Context: an optimization exercise on an open-source flow, tuned for small area and a short achievable clock period. The choices shown serve that exercise and are no tape-out recipe.
Only simulation tests tie the RTL to the original design; equivalence was not proved.

==> ember <==
==> flow/design.v <==
package loader_pkg;
    typedef enum logic [1:0] {
        idle,    
        start,   
        recv,    
        stop     
    } uart_state_t;
    typedef logic [8-1:0] uart_byte_t;
    typedef logic [8-1:0] imem_addr_t;
    typedef logic [32-1:0] imem_word_t;
    typedef logic [8:0] word_count_t;
    typedef logic [$clog2(4)-1:0] byte_lane_t;
endpackage
`timescale 1ns/1ps
module uart_rx (
    input  logic       clk,
    input  logic       resetn,
    input  logic       uart_rxd,      
    input  logic       uart_rx_en,    
    output logic       rx_valid,      
    output logic       rx_break,      
    output loader_pkg::uart_byte_t rx_data
);
    localparam int CNT_W = $clog2((10_000_000 / 1_000_000));
    localparam int BIT_W = $clog2(8);
    localparam logic [CNT_W-1:0] BIT_LAST = CNT_W'((10_000_000 / 1_000_000) - 1);
    localparam logic [CNT_W-1:0] BIT_MID  = CNT_W'((10_000_000 / 1_000_000) / 2 - 1);
    localparam logic [BIT_W-1:0] LAST_BIT = BIT_W'(8 - 1);
    logic             rxd_meta;     
    logic             rxd_sync;     
    loader_pkg::uart_state_t      state;
    logic [CNT_W-1:0] cycle_cnt;    
    logic [BIT_W-1:0] bit_cnt;      
    loader_pkg::uart_byte_t       shift_reg;
    logic             mid_bit;
    logic             bit_end;
    always_ff @(posedge clk) begin
        if (!resetn) begin
            rxd_meta <= 1'b1;   
            rxd_sync <= 1'b1;
        end else if (uart_rx_en) begin
            rxd_meta <= uart_rxd;
            rxd_sync <= rxd_meta;
        end
    end
    assign mid_bit = (cycle_cnt == BIT_MID);    
    assign bit_end = (cycle_cnt == BIT_LAST);
    always_ff @(posedge clk) begin
        if (!resetn) begin
            cycle_cnt <= '0;
        end else if (state == loader_pkg::idle || bit_end) begin
            cycle_cnt <= '0;   
        end else begin
            cycle_cnt <= cycle_cnt + 1'b1;
        end
    end
    always_ff @(posedge clk) begin
        if (state == loader_pkg::recv && mid_bit) begin
            shift_reg <= {rxd_sync, shift_reg[8-1:1]};
        end
    end
    always_ff @(posedge clk) begin
        if (!resetn) begin
            state    <= loader_pkg::idle;
            bit_cnt  <= '0;
            rx_valid <= 1'b0;
            rx_break <= 1'b0;
            rx_data  <= '0;
        end else begin
            rx_valid <= 1'b0;   
            rx_break <= 1'b0;
            case (state)
                loader_pkg::idle: begin
                    bit_cnt <= '0;
                    if (!rxd_sync) begin
                        state <= loader_pkg::start;   
                    end
                end
                loader_pkg::start: begin
                    if (mid_bit && rxd_sync) begin
                        state <= loader_pkg::idle;   
                    end else if (bit_end) begin
                        state <= loader_pkg::recv;
                    end
                end
                loader_pkg::recv: begin
                    if (bit_end) begin
                        if (bit_cnt == LAST_BIT) begin
                            state <= loader_pkg::stop;
                        end else begin
                            bit_cnt <= bit_cnt + 1'b1;
                        end
                    end
                end
                loader_pkg::stop: begin
                    if (mid_bit) begin
                        rx_valid <= 1'b1;
                        rx_break <= (shift_reg == '0);
                        rx_data  <= shift_reg;
                        state    <= loader_pkg::idle;
                    end
                end
                default: state <= loader_pkg::idle;
            endcase
        end
    end
endmodule
`timescale 1ns/1ps
module word_loader (
    input  logic        clk,
    input  logic        resetn,
    input  logic        rx_valid,
    input  loader_pkg::uart_byte_t  rx_data,
    output logic        wr_en,        
    output loader_pkg::imem_addr_t  wr_addr,      
    output loader_pkg::imem_word_t  wr_data,      
    output loader_pkg::word_count_t word_count,   
    output logic        write_done    
);
    localparam loader_pkg::byte_lane_t LANE_LAST = loader_pkg::byte_lane_t'(4 - 1);
    loader_pkg::byte_lane_t lane;         
    logic [23:0] word_buf;                
    loader_pkg::imem_word_t word_next;    
    logic       mem_full;
    logic       accept;
    logic       word_full;
    logic       word_end;
    assign mem_full  = (word_count == loader_pkg::word_count_t'(256));
    assign accept    = rx_valid && !write_done && !mem_full;
    assign word_full = accept && (lane == LANE_LAST);   
    assign word_next = {rx_data, word_buf};
    assign word_end  = (word_next == 32'hffff_ffff);
    always_ff @(posedge clk) begin
        if (accept && lane != LANE_LAST) begin
            word_buf[lane*8 +: 8] <= rx_data;
        end
        if (word_full && !word_end) begin
            wr_data <= word_next;
            wr_addr <= word_count[8-1:0];   
        end
    end
    always_ff @(posedge clk) begin
        if (!resetn) begin
            lane       <= '0;
            wr_en      <= 1'b0;
            word_count <= '0;
            write_done <= 1'b0;
        end else begin
            wr_en <= 1'b0;
            if (mem_full) begin
                write_done <= 1'b1;   
            end
            if (accept) begin
                lane <= lane + 1'b1;   
            end
            if (word_full) begin
                if (word_end) begin
                    write_done <= 1'b1;
                end else begin
                    wr_en      <= 1'b1;
                    word_count <= word_count + 1'b1;
                end
            end
        end
    end
endmodule
`timescale 1ns/1ps
module imem_sram (
    input  logic       clk,
    input  logic       resetn,
    input  logic       wr_en,
    input  loader_pkg::imem_addr_t wr_addr,
    input  loader_pkg::imem_word_t wr_data,
    input  logic       fetch_en,
    input  loader_pkg::imem_addr_t fetch_addr,
    output loader_pkg::imem_word_t fetch_data    
);
    localparam int N = 16;                        
    localparam int W = 32;
    logic [N-1:0] phase;                          
    logic       wr_pend;
    logic       wr_wait;                          
    logic [N-1:0] wr_take;                        
    logic [N-1:0][N-1:0][W-1:0] ring;             
    logic [N-1:0] ring_sel;                       
    logic [N-1:0] place_sel_n;                    
    logic       bypass;
    logic [N-1:0][W-1:0] place_word_n;            
    loader_pkg::imem_word_t read_word;
    loader_pkg::imem_word_t by_word;
    always_ff @(posedge clk) begin
        if (!resetn) begin
            phase <= N'(1);
        end else begin
            phase <= {phase[N-2:0], phase[N-1]};
        end
    end
    assign wr_wait = wr_en || wr_pend;
    always_ff @(posedge clk) begin
        if (!resetn) begin
            wr_pend <= 1'b0;
            wr_take <= '0;
        end else begin
            wr_pend <= wr_wait && !(|wr_take);
            for (int r = 0; r < N; r++) begin
                wr_take[r] <= wr_wait && !(|wr_take) && (wr_addr[7:4] == r)
                              && phase[(~wr_addr[3:0] - 4'd1) & 4'hf];
            end
        end
    end
    for (genvar r = 0; r < N; r++) begin : g_ring
        logic take;
        logic take_n;
        loader_pkg::imem_word_t ring_in;
        assign take   = wr_take[r];
        assign take_n = !wr_take[r];
        for (genvar b = 0; b < W; b++) begin : g_in
            rd_ao22 u_in (.a1(wr_data[b]), .a2(take), .b1(ring[r][N-1][b]), .b2(take_n), .y(ring_in[b]));
        end
        always_ff @(posedge clk) begin
            ring[r][0] <= ring_in;
            for (int p = 1; p < N; p++) begin
                ring[r][p] <= ring[r][p-1];
            end
        end
    end
    imem_ring_dec u_ring_dec (
        .addr (fetch_addr[7:4]),
        .sel  (ring_sel)
    );
    assign bypass = (fetch_addr == wr_addr);
    imem_place_dec u_place_dec (
        .addr   (fetch_addr[3:0]),
        .phase  (phase),
        .bypass (bypass),
        .sel_n  (place_sel_n)
    );
    for (genvar p = 0; p < N; p++) begin : g_place
        for (genvar b = 0; b < W; b++) begin : g_bit
            logic [N-1:0] col;
            logic [1:0]   half;
            for (genvar r = 0; r < N; r++) begin : g_col
                assign col[r] = ring[r][p][b];
            end
            rd_andor8 u_lo (.x(col[7:0]),  .s(ring_sel[7:0]),  .y(half[0]));
            rd_andor8 u_hi (.x(col[15:8]), .s(ring_sel[15:8]), .y(half[1]));
            rd_nor2   u_or (.a(half[0]), .b(half[1]), .y(place_word_n[p][b]));
        end
    end
    for (genvar b = 0; b < W; b++) begin : g_bit
        logic [7:0] pair;    
        logic [3:0] quad_n;
        for (genvar i = 0; i < 8; i++) begin : g_pair
            rd_oai22 u (.a1(place_word_n[2*i][b]), .a2(place_sel_n[2*i]),
                        .b1(place_word_n[2*i+1][b]), .b2(place_sel_n[2*i+1]), .y(pair[i]));
        end
        assign by_word[b] = bypass & wr_data[b];
        rd_nor3 u_q0 (.a(pair[0]), .b(pair[1]), .c(by_word[b]), .y(quad_n[0]));
        rd_nor2 u_q1 (.a(pair[2]), .b(pair[3]), .y(quad_n[1]));
        rd_nor2 u_q2 (.a(pair[4]), .b(pair[5]), .y(quad_n[2]));
        rd_nor2 u_q3 (.a(pair[6]), .b(pair[7]), .y(quad_n[3]));
        rd_nand4 u_or (.a(quad_n[0]), .b(quad_n[1]), .c(quad_n[2]), .d(quad_n[3]), .y(read_word[b]));
    end
    always_ff @(posedge clk) begin
        if (fetch_en) begin
            fetch_data <= read_word;
        end
    end
endmodule
module imem_ring_dec (
    input  logic [3:0]  addr,
    output logic [15:0] sel
);
    always_comb begin
        for (int r = 0; r < 16; r++) begin
            sel[r] = (addr == r);
        end
    end
endmodule
module imem_place_dec (
    input  logic [3:0]  addr,
    input  logic [15:0] phase,
    input  logic        bypass,
    output logic [15:0] sel_n
);
    logic [15:0] addr_hot;
    logic [15:0] sel;
    always_comb begin
        for (int i = 0; i < 16; i++) begin
            addr_hot[i] = (addr == i);
        end
        for (int p = 0; p < 16; p++) begin
            sel[p] = 1'b0;
            for (int i = 0; i < 16; i++) begin
                sel[p] = sel[p] | (addr_hot[i] & phase[(p - i + 16) % 16]);
            end
            sel_n[p] = !(sel[p] && !bypass);
        end
    end
endmodule
module rd_ao22 (input logic a1, input logic a2, input logic b1, input logic b2, output logic y);
    assign y = (a1 & a2) | (b1 & b2);
endmodule
module rd_oai22 (input logic a1, input logic a2, input logic b1, input logic b2, output logic y);
    assign y = ~((a1 | a2) & (b1 | b2));
endmodule
module rd_andor8 (input logic [7:0] x, input logic [7:0] s, output logic y);
    assign y = |(x & s);
endmodule
module rd_nor2 (input logic a, input logic b, output logic y);
    assign y = ~(a | b);
endmodule
module rd_nor3 (input logic a, input logic b, input logic c, output logic y);
    assign y = ~(a | b | c);
endmodule
module rd_nand4 (input logic a, input logic b, input logic c, input logic d, output logic y);
    assign y = ~(a & b & c & d);
endmodule
`timescale 1ns/1ps
module boot_loader_top (
    input  logic        clk,
    input  logic        resetn,
    input  logic        uart_rxd,
    input  logic        uart_rx_en,
    output logic        uart_rx_valid,
    output logic        uart_rx_break,
    output loader_pkg::uart_byte_t  uart_rx_data,
    input  logic        fetch_en,
    input  loader_pkg::imem_addr_t  fetch_addr,
    output loader_pkg::imem_word_t  fetch_data,
    output loader_pkg::word_count_t word_count,
    output logic        write_done
);
    logic       wr_en;
    loader_pkg::imem_addr_t wr_addr;
    loader_pkg::imem_word_t wr_data;
    uart_rx u_uart_rx (
        .clk        (clk),
        .resetn     (resetn),
        .uart_rxd   (uart_rxd),
        .uart_rx_en (uart_rx_en),
        .rx_valid   (uart_rx_valid),
        .rx_break   (uart_rx_break),
        .rx_data    (uart_rx_data)
    );
    word_loader u_word_loader (
        .clk        (clk),
        .resetn     (resetn),
        .rx_valid   (uart_rx_valid),
        .rx_data    (uart_rx_data),
        .wr_en      (wr_en),
        .wr_addr    (wr_addr),
        .wr_data    (wr_data),
        .word_count (word_count),
        .write_done (write_done)
    );
    imem_sram u_imem_sram (
        .clk        (clk),
        .resetn     (resetn),
        .wr_en      (wr_en),
        .wr_addr    (wr_addr),
        .wr_data    (wr_data),
        .fetch_en   (fetch_en),
        .fetch_addr (fetch_addr),
        .fetch_data (fetch_data)
    );
endmodule
==> flow/run.sh <==
#!/bin/bash
# synth_recipe.tcl (not shown) runs the flow's synth.tcl, then flattens the netlist and writes it again
# the make line also repeats each setting of config.mk as NAME=value (left out here)
make -C /OpenROAD-flow-scripts/flow DESIGN_CONFIG=/design/flow/config.mk WORK_HOME=/design/flow/orfs CLKGATE_MAP_FILE= SYNTH_SCRIPT=/design/flow/synth_recipe.tcl finish
==> flow/config.mk <==
export PLATFORM = sky130hd
export DESIGN_NAME = boot_loader_top
export DESIGN_NICKNAME = boot_loader_top
export VERILOG_FILES = /design/flow/design.v
export SDC_FILE = /design/flow/constraint.sdc
export NUM_CORES = 8
export LEC_CHECK = 0
export CAP_MARGIN = 20
export CORE_MARGIN = 2
export CORE_UTILIZATION = 60
export CTS_CLUSTER_DIAMETER = 80
export CTS_CLUSTER_SIZE = 30
export SETUP_SLACK_MARGIN = 2.5
export SLEW_MARGIN = 20
export SYNTH_HIERARCHICAL = 1
export SYNTH_MEMORY_MAX_BITS = 16384
==> flow/constraint.sdc <==
create_clock -name core_clock -period 5.0 [get_ports {clk}]
set_input_delay 1.0000 -clock core_clock [delete_from_list [all_inputs] [get_ports {clk}]]
set_output_delay 1.0000 -clock core_clock [all_outputs]
set_load 0.01 [all_outputs]
==> inputs of yarrow, as changes to ember <==
==> flow/design.v, changed modules only <==
module word_loader (
    input  logic        clk,
    input  logic        resetn,
    input  logic        rx_valid,
    input  loader_pkg::uart_byte_t  rx_data,
    output logic        wr_en,        
    output loader_pkg::imem_addr_t  wr_addr,
    output loader_pkg::imem_word_t  wr_data,
    output loader_pkg::word_count_t word_count,   
    output logic        write_done    
);
    localparam loader_pkg::byte_lane_t LANE_LAST = loader_pkg::byte_lane_t'(4 - 1);
    loader_pkg::byte_lane_t lane;         
    loader_pkg::imem_word_t word_buf;     
    loader_pkg::imem_word_t word_next;    
    logic       mem_full;
    logic       accept;
    logic       word_full;
    assign mem_full  = (word_count == loader_pkg::word_count_t'(256));
    assign accept    = rx_valid && !write_done && !mem_full;
    assign word_full = accept && (lane == LANE_LAST);   
    always_comb begin
        word_next = word_buf;
        word_next[lane*8 +: 8] = rx_data;
    end
    always_ff @(posedge clk) begin
        if (accept) begin
            word_buf <= word_next;
        end
        if (word_full) begin
            wr_data <= word_next;
            wr_addr <= word_count[8-1:0];   
        end
    end
    always_ff @(posedge clk) begin
        if (!resetn) begin
            lane       <= '0;
            wr_en      <= 1'b0;
            word_count <= '0;
            write_done <= 1'b0;
        end else begin
            wr_en <= 1'b0;
            if (mem_full) begin
                write_done <= 1'b1;   
            end
            if (accept) begin
                lane <= lane + 1'b1;   
            end
            if (word_full) begin
                if (word_next == 32'hffff_ffff) begin
                    write_done <= 1'b1;
                end else begin
                    wr_en      <= 1'b1;
                    word_count <= word_count + 1'b1;
                end
            end
        end
    end
endmodule
module imem_sram (
    input  logic       clk,
    input  logic       wr_en,
    input  loader_pkg::imem_addr_t wr_addr,
    input  loader_pkg::imem_word_t wr_data,
    input  logic       fetch_en,
    input  loader_pkg::imem_addr_t fetch_addr,
    output loader_pkg::imem_word_t fetch_data    
);
    loader_pkg::imem_word_t mem [256];   
    always_ff @(posedge clk) begin
        if (wr_en) begin
            mem[wr_addr] <= wr_data;   
        end
    end
    always_ff @(posedge clk) begin
        if (fetch_en) begin
            fetch_data <= mem[fetch_addr];
        end
    end
endmodule
module boot_loader_top (
    input  logic        clk,
    input  logic        resetn,
    input  logic        uart_rxd,
    input  logic        uart_rx_en,
    output logic        uart_rx_valid,
    output logic        uart_rx_break,
    output loader_pkg::uart_byte_t  uart_rx_data,
    input  logic        fetch_en,
    input  loader_pkg::imem_addr_t  fetch_addr,
    output loader_pkg::imem_word_t  fetch_data,
    output loader_pkg::word_count_t word_count,
    output logic        write_done
);
    logic       wr_en;
    loader_pkg::imem_addr_t wr_addr;
    loader_pkg::imem_word_t wr_data;
    uart_rx u_uart_rx (
        .clk        (clk),
        .resetn     (resetn),
        .uart_rxd   (uart_rxd),
        .uart_rx_en (uart_rx_en),
        .rx_valid   (uart_rx_valid),
        .rx_break   (uart_rx_break),
        .rx_data    (uart_rx_data)
    );
    word_loader u_word_loader (
        .clk        (clk),
        .resetn     (resetn),
        .rx_valid   (uart_rx_valid),
        .rx_data    (uart_rx_data),
        .wr_en      (wr_en),
        .wr_addr    (wr_addr),
        .wr_data    (wr_data),
        .word_count (word_count),
        .write_done (write_done)
    );
    imem_sram u_imem_sram (
        .clk        (clk),
        .wr_en      (wr_en),
        .wr_addr    (wr_addr),
        .wr_data    (wr_data),
        .fetch_en   (fetch_en),
        .fetch_addr (fetch_addr),
        .fetch_data (fetch_data)
    );
endmodule
// module imem_ring_dec removed
// module imem_place_dec removed
// module rd_ao22 removed
// module rd_oai22 removed
// module rd_andor8 removed
// module rd_nor2 removed
// module rd_nor3 removed
// module rd_nand4 removed
- CORE_UTILIZATION: 60 -> 30
- CTS_CLUSTER_DIAMETER: 80 -> default
- CTS_CLUSTER_SIZE: 30 -> default
- SETUP_SLACK_MARGIN: 2.5 -> default
- SYNTH_HIERARCHICAL: 1 -> default
==> results.ini <==
[outcome]
status=timing/DRC/antenna clean

[route]
met1_length_mm=284.7
drt_wl_total_mm=668.9

[logic_synthesis]
synth_compound_gate_area_share=0.1719
synth_top_cell_by_area=dfxtp_1
synth-simple-area-share=0.05051

[setup_path]
path_buf_inv=5
path_depth=13

[sta]
finalCriticalPeriod_ns=3.033
maxSlewHeadroom=0.1833

[layout]
seqCellArea_sq_um=168600

[min_path]
min_to=u_imem_sram.ring[5119]

[floorplan]
row_count=221
start_util=0.6030

The numbers above come from ember.

==> results.ini <==
[outcome]
status=timing/DRC/antenna clean

[setup_path]
path_depth=5
path_buf_inv=2

[sta]
maxSlewHeadroom=0.07533
finalCriticalPeriod_ns=4.412

[logic_synthesis]
synth_top_cell_by_area=edfxtp_1
synth-simple-area-share=0.01385
synth_compound_gate_area_share=0.02322

[floorplan]
row_count=378
start_util=0.3003

[route]
drt_wl_total_mm=916.8

[layout]
seqCellArea_sq_um=250000

The numbers above come from yarrow.

==> separate check: timing with driven ports <==
No port has a modelled driver above. Below, the same layouts with a new extraction and two added sets of constraints. Step 1 (the two cells are an assumption about what drives the block):
set clk [get_ports {clk}]
set_driving_cell -lib_cell sky130_fd_sc_hd__clkbuf_16 $clk
set_driving_cell -lib_cell sky130_fd_sc_hd__buf_2 [delete_from_list [all_inputs] $clk]
Step 2, shift: input delay + t, output delay - t, t = (earliest + latest rising clock arrival at the registers) / 2. This alone moves slack from input paths to output paths. Three values: no drivers, after step 1, after step 2; two values: the first two.
run | t, ns | setup WS [ns] | cell pins on the clock port's net
ember | 1.091 | 1.967 / 1.967 / 0.970 | 1
yarrow | 1.314 | 0.588 / 0.588 / -0.478 | 1
With both steps, setup timing fails in yarrow, where it was met with ideal ports. The setup slack of yarrow, which loses most, moves by 0.000 ns with the drivers and by -1.066 ns with both steps.
